Source: an optimization exercise on an open RTL-to-GDS flow (aim: small area, a short achievable clock period and few clock cycles). Production flows keep margins and buffers that such runs may drop. Only simulation tests tie the RTL to the original design; equivalence was not proved. Power and IR drop assume default switching activity.

## build 33
// grid_maze_dfs_path_search
module grid_maze_dfs_path_search (
   input  logic                            clock,
   input  logic                            reset,
   input  logic                            req_tvalid,
   output logic                            req_tready,
   input  logic [gmdfs_pkg::REQ_W-1:0]     req_tdata,
   output logic                            rsp_tvalid,
   input  logic                            rsp_tready,
   output logic [gmdfs_pkg::RSP_W-1:0]     rsp_tdata,
   input  logic                            csr_valid,
   output logic                            csr_ready,
   input  logic [0:0]                      csr_index,
   input  logic [gmdfs_pkg::CFG_W-1:0]     csr_wdata
);
Settings: LEC_CHECK=0, CAP_MARGIN=20, CORE_MARGIN=2, CORE_UTILIZATION=38, CTS_CLUSTER_DIAMETER=100, CTS_CLUSTER_SIZE=20, SLEW_MARGIN=20, TNS_END_PERCENT=10; clock period 9.0 ns.
standard.sh (not shown) runs the stock make flow with config.mk's settings and CLKGATE_MAP_FILE= SYNTH_SCRIPT=/design/flow/synth_recipe.tcl, a recipe that flattens the netlist after the stock synthesis.
==> flow/flow/run.sh <==
#!/bin/bash
set -euo pipefail
bash standard.sh SETUP_SLACK_MARGIN=6 finish > standard.log 2>&1
Testbench counts of build 33, summed over its fixed seeds: cycles 32,591.
Edits applied to the flow inputs when going from build 33 to trial 86:
- CTS_CLUSTER_DIAMETER: 100 -> 110
- TNS_END_PERCENT: 10 -> unset
- CTS_CLUSTER_SIZE: 20 -> 22
- CORE_UTILIZATION: 38 -> 42
==> notes.md <==
As far as number of sequential storage elements goes, build 33 and trial 86 are indistinguishable; the numbers are identical.
For the instance count after placement with tap cells included, trial 86 came in about 2.5% lower than build 33 did.
Across both runs, sequential share of layout area was higher for trial 86 than for build 33.
Re count of inverters not on the clock network in the layout: no difference whatsoever between trial 86 and build 33.
Measured against each other, build 33 and trial 86 differ in part of the power in the clock network, the higher figure coming from build 33.
Summed area of non-filler cells in the final layout for trial 86 is lower than for build 33.
Number of antenna violations at the first check in global routing ends up higher on build 33.
Build 33 → trial 86: placeable core region went down 9.5%, worst setup slack went up 0.18 ns, total die area went down 9.4%, clock power went down about 3%.

========
== pepper ==
Starting RTL as in the previous note.
// grid_maze_dfs_path_search
module grid_maze_dfs_path_search (
   input  logic                            clock,
   input  logic                            reset,
   input  logic                            req_tvalid,
   output logic                            req_tready,
   input  logic [gmdfs_pkg::REQ_W-1:0]     req_tdata,
   output logic                            rsp_tvalid,
   input  logic                            rsp_tready,
   output logic [gmdfs_pkg::RSP_W-1:0]     rsp_tdata,
   input  logic                            csr_valid,
   output logic                            csr_ready,
   input  logic [0:0]                      csr_index,
   input  logic [gmdfs_pkg::CFG_W-1:0]     csr_wdata
);
   logic [15:0][15:0][2:0] g_ff;           
   logic [4:0]             rows_ff, cols_ff;
   logic                   rdy_ff;
   logic                   ex_v_ff;        
   logic [1:0]             ex_cmd_ff;
   logic                   ex_wall_ff;
   logic                   ini_ff;         
   logic                   run_ff;         
   logic                   fin_ff;         
   logic                   sok_ff;         
   logic                   found_ff;
   logic [15:0]            xr_ff, xc_ff;   
   logic [3:0]             er_ff, ec_ff;   
   logic [3:0]             cand_ff;        
   logic [1:0]             arr_ff;         
   logic                   ark_ff;         
   logic [3:0][2:0]        vc_ff;          
   logic [8:0]             dep_ff;         
   logic                   up_ff, dn_ff;   
   logic                   bot_ff;         
   logic                   pw_ff;          
   logic [3:0]             pr_ff, pc_ff;   
   logic [2:0]             pd_ff;
   logic                   r_v_ff;         
   logic [5:0]             r_d_ff;
   logic                   o_v_ff, s_v_ff;
   logic [11:0]            o_d_ff;
   logic [2:0]             s_d_ff;
   logic [8:0] dep;
   assign dep = up_ff ? dep_ff + 9'd1 : dn_ff ? dep_ff - 9'd1 : dep_ff;
   logic [15:0] rin, cin;                  
   always_comb begin
      for (int i = 0; i < 16; i++) begin
         rin[i] = (5'(i) < rows_ff);
         cin[i] = (5'(i) < cols_ff);
      end
   end
   logic [15:0] pr_oh, pc_oh;
  ...
export LEC_CHECK = 0
export CAP_MARGIN = 20
export CELL_PAD_IN_SITES_DETAIL_PLACEMENT = 1
export CELL_PAD_IN_SITES_GLOBAL_PLACEMENT = 1
export CORE_MARGIN = 2
export CORE_UTILIZATION = 38
export CTS_CLUSTER_DIAMETER = 100
export CTS_CLUSTER_SIZE = 20
export SLEW_MARGIN = 20
create_clock -name core_clock -period 9.0 [get_ports {clock}]
Scripts as last shown in full above: flow/flow/run.sh
Testbench counts of pepper, summed over its fixed seeds: cycles 32,591.
--- input diff pepper..delta ---
Settings: CELL_PAD_IN_SITES_DETAIL_PLACEMENT removed (was 1); CELL_PAD_IN_SITES_GLOBAL_PLACEMENT removed (was 1).
[summary]
Summary: total power, delta better than pepper
Compared with pepper, delta shows clock power that has gone down by a few percent.
Going from pepper to delta, the worst-case hold slack was found to have gone down by 0.040 ns.
Compared to pepper, delta has cell area 0.0019 mm² lower.
There was hardly any difference in clock tree cell share of total cell area between delta and pepper.
Total number of vias on delta is down relative to pepper.
Taking pepper as the reference point, the detailed-route wire length of delta falls by 32 mm.
Lower number of antenna repair diodes was reported by delta, not pepper.
Higher final core utilization goes to pepper over delta.
delta has more setup slack than pepper.

what the ideal ports hide:
The results above use ideal ports. As a check the final layouts listed here were re-extracted and re-timed, cells and wires unchanged.
Step 1 sets driving cells, clkbuf_16 on the clock port and buf_2 on the other inputs (assumed; they add their load-dependent delay and slew).
Step 2 times the ports against the registers' clock, not the clock port: input delays grow and output delays shrink by t, the midpoint of the rising clock arrivals with the driver on.
Slacks: ideal / step 1 / step 2; pairs: ideal / step 1.
run | t, ns | setup WS [ns] | clock arrival spread, ns | worst slew at a driven data input, ns
build 33 | 0.774 | 5.474 / 5.474 / 4.923 | 0.046 / 0.047 | 0.05
trial 86 | 0.739 | 5.654 / 5.654 / 5.253 | 0.058 / 0.058 | 0.07
pepper | 0.779 | 5.591 / 5.591 / 5.186 | 0.085 / 0.084 | 0.08
delta | 0.774 | 5.659 / 5.659 / 5.182 | 0.034 / 0.034 | 0.16
After both steps every run listed still meets setup and hold. The setup slack of build 33, which loses most, moves by 0.000 ns with the drivers and by -0.551 ns with both steps.
